Context: an optimization exercise on an open-source flow, tuned for small area. The choices shown serve that exercise and are no tape-out recipe. In this exercise RTL edits were held to simulation tests only and were not proved equivalent to the original. Power figures rest on the tool's default switching activity, not on a simulated workload.

### flow/run.sh
#!/bin/bash
# synth_recipe.tcl (not shown) runs the flow's synth.tcl, then flattens the netlist and writes it again
# the make line also repeats each setting of config.mk as NAME=value (left out here)
make -C /OpenROAD-flow-scripts/flow DESIGN_CONFIG=/design/flow/config.mk WORK_HOME=/design/flow/orfs CLKGATE_MAP_FILE= SYNTH_SCRIPT=/design/flow/synth_recipe.tcl finish
### flow/config.mk
export PLATFORM = sky130hd
export DESIGN_NAME = tnr_blend_top
export DESIGN_NICKNAME = tnr_blend_top
export VERILOG_FILES = /design/flow/design.v
export SDC_FILE = /design/flow/constraint.sdc
export NUM_CORES = 4
export LEC_CHECK = 0
export CAP_MARGIN = 20
export CORE_MARGIN = 2
export CORE_UTILIZATION = 40
export SLEW_MARGIN = 20
### flow/constraint.sdc
create_clock -name core_clock -period 5.0 [get_ports {clk}]
set_input_delay 1.0000 -clock core_clock [delete_from_list [all_inputs] [get_ports {clk}]]
set_output_delay 1.0000 -clock core_clock [all_outputs]
set_load 0.01 [all_outputs]
### flow/design.v
`default_nettype none
package tnr_pkg;
    localparam int pixel_width = 12;
    localparam int thr_width = 9;
    localparam int weight_width = 9;
    localparam int frac_bits = 8;
    typedef struct packed {
        logic [pixel_width-1:0] cur;
        logic [pixel_width-1:0] prev;
        logic [pixel_width-1:0] diff;
        logic [thr_width-1:0]   blend_th0;
        logic [thr_width-1:0]   blend_th1;
    } diff_item_t;
    typedef struct packed {
        logic [pixel_width-1:0]  cur;
        logic [pixel_width-1:0]  prev;
        logic [weight_width-1:0] w_s;
        logic [weight_width-1:0] w_f;
    } weight_item_t;
endpackage
`default_nettype wire
`timescale 1ns/1ps
`default_nettype none
module pixel_diff (
    input  logic                              clk,
    input  logic                              reset,
    input  logic                              in_valid,
    input  logic [tnr_pkg::pixel_width-1:0]   cur,
    input  logic [tnr_pkg::pixel_width-1:0]   prev,
    input  logic [tnr_pkg::thr_width-1:0]     blend_th0,
    input  logic [tnr_pkg::thr_width-1:0]     blend_th1,
    output logic                              diff_valid,
    output tnr_pkg::diff_item_t               diff_item
);
    logic [tnr_pkg::pixel_width-1:0] abs_diff;
    logic                            cur_ge_prev;
    always_comb begin
        cur_ge_prev = cur >= prev;
        if (cur_ge_prev) begin
            abs_diff = cur - prev;
        end else begin
            abs_diff = prev - cur;
        end
    end
    always_ff @(posedge clk) begin
        if (reset) begin
            diff_valid <= 1'b0;
        end else begin
            diff_valid <= in_valid;
        end
    end
    always_ff @(posedge clk) begin
        diff_item.cur       <= cur;
        diff_item.prev      <= prev;
        diff_item.diff      <= abs_diff;
        diff_item.blend_th0 <= blend_th0;
        diff_item.blend_th1 <= blend_th1;
    end
endmodule
`default_nettype wire
`timescale 1ns/1ps
`default_nettype none
module restoring_divider #(
    parameter int dividend_width = 17,
    parameter int divisor_width  = 9
) (
    input  logic                      clk,
    input  logic                      reset,
    input  logic                      start,
    input  logic [dividend_width-1:0] dividend,
    input  logic [divisor_width-1:0]  divisor,
    input  tnr_pkg::weight_item_t     tag,
    output logic                      done,
    output logic [divisor_width-1:0]  quotient,
    output tnr_pkg::weight_item_t     tag_out
);
    localparam int quot_width = divisor_width;
    for (genvar i = 0; i < quot_width; i++) begin : g_stage
        logic                     vld_in;
        logic [divisor_width-1:0] rem_in;
        logic [quot_width-1:0]    low_in;
        logic [quot_width-1:0]    quot_in;
        logic [divisor_width-1:0] dsr_in;
        tnr_pkg::weight_item_t    tag_in;
        logic [divisor_width:0]   shifted;
        logic [divisor_width:0]   trial;
        logic                     borrow;
        logic                     vld_q;
        logic [quot_width-1:0]    quot_q;
        tnr_pkg::weight_item_t    tag_q;
        if (i == 0) begin : g_head
            assign vld_in  = start;
            assign rem_in  = divisor_width'(dividend >> quot_width);
            assign low_in  = dividend[quot_width-1:0];
            assign quot_in = '0;
            assign dsr_in  = divisor;
            assign tag_in  = tag;
        end else begin : g_body
            assign vld_in  = g_stage[i-1].vld_q;
            assign rem_in  = g_stage[i-1].g_carry.rem_q;
            assign low_in  = g_stage[i-1].g_carry.low_q;
            assign quot_in = g_stage[i-1].quot_q;
            assign dsr_in  = g_stage[i-1].g_carry.dsr_q;
            assign tag_in  = g_stage[i-1].tag_q;
        end
        assign shifted = {rem_in, low_in[quot_width-1]};
        assign trial   = shifted - {1'b0, dsr_in};
        assign borrow  = trial[divisor_width];
        always_ff @(posedge clk) begin
            if (reset) begin
                vld_q <= 1'b0;
            end else begin
                vld_q <= vld_in;
            end
        end
        always_ff @(posedge clk) begin
            quot_q <= {quot_in[quot_width-2:0], ~borrow};
            tag_q  <= tag_in;
        end
        if (i < quot_width - 1) begin : g_carry
            logic [divisor_width-1:0] rem_q;
            logic [quot_width-1:0]    low_q;
            logic [divisor_width-1:0] dsr_q;
            always_ff @(posedge clk) begin
                rem_q <= borrow ? shifted[divisor_width-1:0] : trial[divisor_width-1:0];
                low_q <= low_in << 1;
                dsr_q <= dsr_in;
            end
        end
    end
    assign done     = g_stage[quot_width-1].vld_q;
    assign quotient = g_stage[quot_width-1].quot_q;
    assign tag_out  = g_stage[quot_width-1].tag_q;
endmodule
`default_nettype wire
`timescale 1ns/1ps
`default_nettype none
module blend_weight #(
    parameter int dividend_width = 17,
    parameter int divisor_width  = 9
) (
    input  logic                  clk,
    input  logic                  reset,
    input  logic                  diff_valid,
    input  tnr_pkg::diff_item_t   diff_item,
    output logic                  weight_valid,
    output tnr_pkg::weight_item_t weight_item
);
    localparam logic [tnr_pkg::weight_width-1:0] full_weight =
        tnr_pkg::weight_width'(1 << tnr_pkg::frac_bits);
    logic [tnr_pkg::pixel_width-1:0] th0_ext;
    logic [tnr_pkg::pixel_width-1:0] th1_ext;
    logic [tnr_pkg::pixel_width-1:0] diff_off;
    logic                            below_th0;
    logic                            in_band;
    logic [dividend_width-1:0]       dvd_d;
    logic [divisor_width-1:0]        dsr_d;
    tnr_pkg::weight_item_t           cls_d;
    always_comb begin
        th0_ext   = tnr_pkg::pixel_width'(diff_item.blend_th0);
        th1_ext   = tnr_pkg::pixel_width'(diff_item.blend_th1);
        below_th0 = diff_item.diff < th0_ext;
        in_band   = (diff_item.blend_th1 > diff_item.blend_th0) && !below_th0 &&
                    (diff_item.diff <= th1_ext);
        diff_off  = diff_item.diff - th0_ext;
        cls_d.cur  = diff_item.cur;
        cls_d.prev = diff_item.prev;
        cls_d.w_s  = tnr_pkg::weight_width'(in_band);
        cls_d.w_f  = below_th0 ? '0 : full_weight;
        if (in_band) begin
            dvd_d = dividend_width'(diff_off) << tnr_pkg::frac_bits;
            dsr_d = divisor_width'(diff_item.blend_th1 - diff_item.blend_th0);
        end else begin
            dvd_d = '0;
            dsr_d = divisor_width'(1);
        end
    end
    logic                      s1_valid;
    logic [dividend_width-1:0] s1_dvd;
    logic [divisor_width-1:0]  s1_dsr;
    tnr_pkg::weight_item_t     s1_cls;
    always_ff @(posedge clk) begin
        if (reset) begin
            s1_valid <= 1'b0;
        end else begin
            s1_valid <= diff_valid;
        end
    end
    always_ff @(posedge clk) begin
        s1_dvd <= dvd_d;
        s1_dsr <= dsr_d;
        s1_cls <= cls_d;
    end
    logic                     div_done;
    logic [divisor_width-1:0] div_quot;
    tnr_pkg::weight_item_t    div_tag;
    restoring_divider #(
        .dividend_width (dividend_width),
        .divisor_width  (divisor_width)
    ) i_restoring_divider (
        .clk      (clk),
        .reset    (reset),
        .start    (s1_valid),
        .dividend (s1_dvd),
        .divisor  (s1_dsr),
        .tag      (s1_cls),
        .done     (div_done),
        .quotient (div_quot),
        .tag_out  (div_tag)
    );
    logic [tnr_pkg::weight_width-1:0] w_f_sel;
    assign w_f_sel = div_tag.w_s[0] ? tnr_pkg::weight_width'(div_quot) : div_tag.w_f;
    always_ff @(posedge clk) begin
        if (reset) begin
            weight_valid <= 1'b0;
        end else begin
            weight_valid <= div_done;
        end
    end
    always_ff @(posedge clk) begin
        weight_item.cur  <= div_tag.cur;
        weight_item.prev <= div_tag.prev;
        weight_item.w_f  <= w_f_sel;
        weight_item.w_s  <= full_weight - w_f_sel;
    end
endmodule
`default_nettype wire
`timescale 1ns/1ps
`default_nettype none
module pixel_blend (
    input  logic                            clk,
    input  logic                            reset,
    input  logic                            weight_valid,
    input  tnr_pkg::weight_item_t           weight_item,
    output logic                            out_valid,
    output logic [tnr_pkg::pixel_width-1:0] out_pixel
);
    localparam int prod_width  = tnr_pkg::pixel_width + tnr_pkg::weight_width;
    localparam int round_const = 1 << (tnr_pkg::frac_bits - 1);
    logic                  mul_valid;
    logic [prod_width-1:0] prod_s;
    logic [prod_width-1:0] prod_f;
    always_ff @(posedge clk) begin
        if (reset) begin
            mul_valid <= 1'b0;
        end else begin
            mul_valid <= weight_valid;
        end
    end
    always_ff @(posedge clk) begin
        prod_s <= weight_item.w_s * weight_item.prev;
        prod_f <= weight_item.w_f * weight_item.cur;
    end
    logic [prod_width:0] sum;
    assign sum = {1'b0, prod_s} + {1'b0, prod_f} + (prod_width + 1)'(round_const);
    always_ff @(posedge clk) begin
        if (reset) begin
            out_valid <= 1'b0;
        end else begin
            out_valid <= mul_valid;
        end
    end
    always_ff @(posedge clk) begin
        out_pixel <= sum[tnr_pkg::frac_bits +: tnr_pkg::pixel_width];
    end
endmodule
`default_nettype wire
`timescale 1ns/1ps
`default_nettype none
module tnr_blend_top (
    input  logic                            clk,
    input  logic                            reset,
    input  logic                            in_valid,
    input  logic [tnr_pkg::pixel_width-1:0] cur,
    input  logic [tnr_pkg::pixel_width-1:0] prev,
    input  logic [tnr_pkg::thr_width-1:0]   blend_th0,
    input  logic [tnr_pkg::thr_width-1:0]   blend_th1,
    output logic                            out_valid,
    output logic [tnr_pkg::pixel_width-1:0] out_pixel
);
    localparam int div_dividend_width = tnr_pkg::thr_width + tnr_pkg::frac_bits;
    localparam int div_divisor_width  = tnr_pkg::thr_width;
    logic                  diff_valid;
    tnr_pkg::diff_item_t   diff_item;
    logic                  weight_valid;
    tnr_pkg::weight_item_t weight_item;
    pixel_diff i_pixel_diff (
        .clk        (clk),
        .reset      (reset),
        .in_valid   (in_valid),
        .cur        (cur),
        .prev       (prev),
        .blend_th0  (blend_th0),
        .blend_th1  (blend_th1),
        .diff_valid (diff_valid),
        .diff_item  (diff_item)
    );
    blend_weight #(
        .dividend_width (div_dividend_width),
        .divisor_width  (div_divisor_width)
    ) i_blend_weight (
        .clk          (clk),
        .reset        (reset),
        .diff_valid   (diff_valid),
        .diff_item    (diff_item),
        .weight_valid (weight_valid),
        .weight_item  (weight_item)
    );
    pixel_blend i_pixel_blend (
        .clk          (clk),
        .reset        (reset),
        .weight_valid (weight_valid),
        .weight_item  (weight_item),
        .out_valid    (out_valid),
        .out_pixel    (out_pixel)
    );
endmodule
`default_nettype wire
==> impl_metrics.ini <==
[global_route]
overflow = 0
antenna_found_initial = 0
grt_usage_pct = 14.0
grt_pass1_wl_um = 78400
grt_max_degree = 19
grt_pass1_vias = 16342

[yosys]
syn_area_um2 = 26600
yosysWarnings = 4
synth_most_common_cell = dfxtp_1
yosys_most_used_dff = dfxtp_1
synth.top_cell.area_share_pct = 47.3
async_reset_ff_share_pct = 0
ys_top_cells_by_count = dfxtp_1, inv_1, ha_1
avgSynthCellArea_um2 = 10.9
synth_area_leaders = dfxtp_1, fa_1, ha_1, inv_1, and2_1
synth_enable_flop_cells = 0
syn_nets = 2878
ys_types = 66
yosysTopAreaCell = dfxtp_1
synth-seq-cells = 628
ys_seq_area_share_pct = 47.3
synthCells = 2444

[route]
drtPass1Iterations = 5
ant_nets = 0
num_vias = 15787
wl_um = 46100
avgViaCountPerCell = 4.57
drc_errors = 0
drt_iter0_drc = 532
wl_per_cell_um = 13.3

[power]
p_leak_nw = 13.9
power.density_nw_per_um2 = 574
ir_drop_mv = 0.276

[clock_network]
hold_buffers = 0
clk_latency_ps = 600
cts_tree = yes
postCtsSetupBuffers = 0
cts_resized = 0
cts_root_buf = clkbuf_16
cts.sink_count = 628
h-tree-depth = 3
cts_made_buffers = 66
clockBufferDepth = 3
clkTransAtPathRegs_ps = 60

[sta]
worst_slew_pin_slew_ps = 942
slew_headroom_pct = 36.9
fmax_mhz = 214
setup-violations-final = 0
rsz0062_at_grt = no
hold_viol_final = 0
slew_viol_final = 0
fin_crit_sh_pct = 93.3
finalSetupTns_ps = 0
hold_slack_ps = 317
setup_ws_ps = 336
skew_ps = 36.3
fin_crit_ps = 4660

[place]
place_hpwl_um = 35900
pre_cts_ws_ps = 240
globalplace.congestion = 0.863
port_buffers = 57
place_area_um2 = 28200
dp_cells = 3337

[critical_path]
end_kind = flop
rrSetupSlack_ps = 340
critical_path.reg2reg.endpoint = i_pixel_blend.prod_s[16]$_DFF_P_
criticalPathCategory = flop to flop
required_ps = 5470
arrival_ps = 5140
start_kind = flop
reg2reg_from = i_blend_weight.weight_item[9]$_DFF_P_
r2r_cells = 17
worstPathMaxFanout = 14

[flow_run]
maxCapViolCount = 0

[layout]
final_cell_area_um2 = 30400
antenna_cells = 0
layout.nets = 2975
area_delta_synth_final_pct = 14.6
drive_gt1_share_pct = 7.64
stdcell_count = 3457

[floorplan]
die_area_um2 = 68500
rows = 94
die_h_um = 262
start_util_pct = 40.4
io_pins = 58
core_area_um2 = 65700
die_w_um = 262

[min_path]
hp-class = flop to flop
worstHoldPathCells = 0

[status]
status = timing/DRC/antenna clean
## layout by cell type (no fill, tap or decap), types with 6 or more instances in the layout
master / instances
dfxtp_1: 626
inv_1: 349
ha_1: 237
nand2_1: 154
fa_1: 152
and2_1: 125
nor2_1: 121
xnor2_1: 84
o21ai_0: 75
clkbuf_16: 66
a21oi_1: 61
nor2b_1: 60
mux2_2: 57
clkdlybuf4s50_1: 57
nor3_1: 36
xor2_1: 32
a21o_1: 24
o21a_1: 22
nand3_1: 19
nand2b_1: 17
clkbuf_8: 15
or3_1: 14
mux2i_1: 14
a21boi_0: 13
nand4_1: 10
clkinv_2: 10
buf_4: 10
a2111oi_0: 8
clkbuf_1: 8
o211ai_1: 7
and3_1: 7
a211oi_1: 6
o41a_1: 6
## flip-flops by register name, summed over array words and instances, names as in the netlist
signal / flops
i_blend_weight.weight_valid: 1
i_pixel_blend.prod_s: 20
i_blend_weight.s1_cls: 26
i_blend_weight.i_restoring_divider.g_stage.quot_q: 45
i_blend_weight.i_restoring_divider.g_stage.vld_q: 9
i_blend_weight.s1_valid: 1
i_pixel_blend.mul_valid: 1
i_blend_weight.s1_dvd: 9
i_pixel_blend.out_pixel: 12
i_pixel_diff.diff_valid: 1
i_blend_weight.weight_item: 41
i_pixel_blend.prod_f: 20
i_pixel_blend.out_valid: 1
i_blend_weight.s1_dsr: 9
i_blend_weight.i_restoring_divider.g_stage.tag_q: 234
i_blend_weight.i_restoring_divider.g_stage.g_carry.rem_q: 72
i_blend_weight.i_restoring_divider.g_stage.g_carry.dsr_q: 72
i_pixel_diff.diff_item: 54
## metrics by stage
step	utilization, %	power (mW)
final	46.3	17.5
after global routing	46.3	18.8
after CTS	46.3	17.7
after detailed placement	42.8	12.7
after global placement	42.8	12.5
after floorplan	-	11.2
## critical path: stages (launching register included)
cell	delay (ps)
dfxtp_2	410
buf_12	160
nand2_1	80
fa_1	550
inv_1	60
fa_1	480
fa_1	560
inv_1	60
fa_1	480
inv_1	40
ha_1	340
a21o_1	180
a21oi_1	220
nand2_1	80
a31o_2	250
a41oi_1	310
a21oi_1	130
xor2_1	160
## how the worst max path moves through the flow
stage | from | endpoint | cells after the start
floorplan | i_blend_weight.weight_item[9]$_DFF_P_ | i_pixel_blend.prod_s[16]$_DFF_P_ | 17
global placement | i_blend_weight.weight_item[9]$_DFF_P_ | i_pixel_blend.prod_s[16]$_DFF_P_ | 17
detailed placement | i_blend_weight.weight_item[9]$_DFF_P_ | i_pixel_blend.prod_s[16]$_DFF_P_ | 17
CTS | i_blend_weight.weight_item[9]$_DFF_P_ | i_pixel_blend.prod_s[16]$_DFF_P_ | 17
global route | i_blend_weight.weight_item[4]$_DFF_P_ | i_pixel_blend.prod_f[19]$_DFF_P_ | 16
finish | i_blend_weight.weight_item[9]$_DFF_P_ | i_pixel_blend.prod_s[16]$_DFF_P_ | 17
## per-layer routing
metal | GRT usage, % | vias to the layer above | share of wire (%) | routed length (µm)
li1 | - | 8048 | - | -
met1 | 17.4 | 7439 | 46 | 21100
met2 | 24.3 | 222 | 48 | 21900
met3 | 2.65 | 78 | 4.0 | 1850
met4 | 5.32 | 0 | 2.6 | 1180
met5 | 0 | - | 0 | 0
## where the power goes
group	switching [mW]	internal [mW]	total (mW)
Sequential	0.457	5.98	6.43
Clock	1.99	2.91	4.90
Combinational	3.12	3.01	6.12
Total	5.56	11.9	17.5
## cell families after synthesis
group	Yosys count	synth area share, %
adders and majority gates	389	22.6
AOI/OAI and AO/OA	269	6.81
buffers and inverters	388	5.52
xor gates and xnor gates	116	3.82
DFF	628	47.3
muxes	71	2.94
and+or+nand+nor	583	11.0
## area by class of cell
cell class                      count  area [µm²]
Multi-Input combinational cell   1428       12500
Clock inverter                     31         388
Tap cell                          864        1080
Fill cell                        5963       35300
Clock buffer                       89        1890
Timing Repair Buffer               68         666
Inverter                          349        1310
Sequential cell                   628       12600

what the ideal ports hide:
The flow's constraints put no driver on any port. The routed layout listed below was extracted and timed again, unchanged, in two steps. Step 1: set_driving_cell puts a clkbuf_16 on clk and a buf_2 on each other input, an assumption about the parent block. Step 2 moves the port delays by t, midway between the first and last clock arrival at a register: inputs arrive t later, outputs are due t later. That takes back most of the time a late clock gives input paths. Slacks: no drivers / after step 1 / after step 2; pairs: no drivers / after step 1.
shift t [ns]: 0.631
setup slack, ns: 0.336 / 0.336 / 0.336
clock arrival spread, ns: 0.038 / 0.038
pins driven straight from the clock port: 1
After both steps this run still meets setup and hold. For this run, drivers alone change the setup slack by 0.000 ns; drivers and shift together by 0.000 ns.
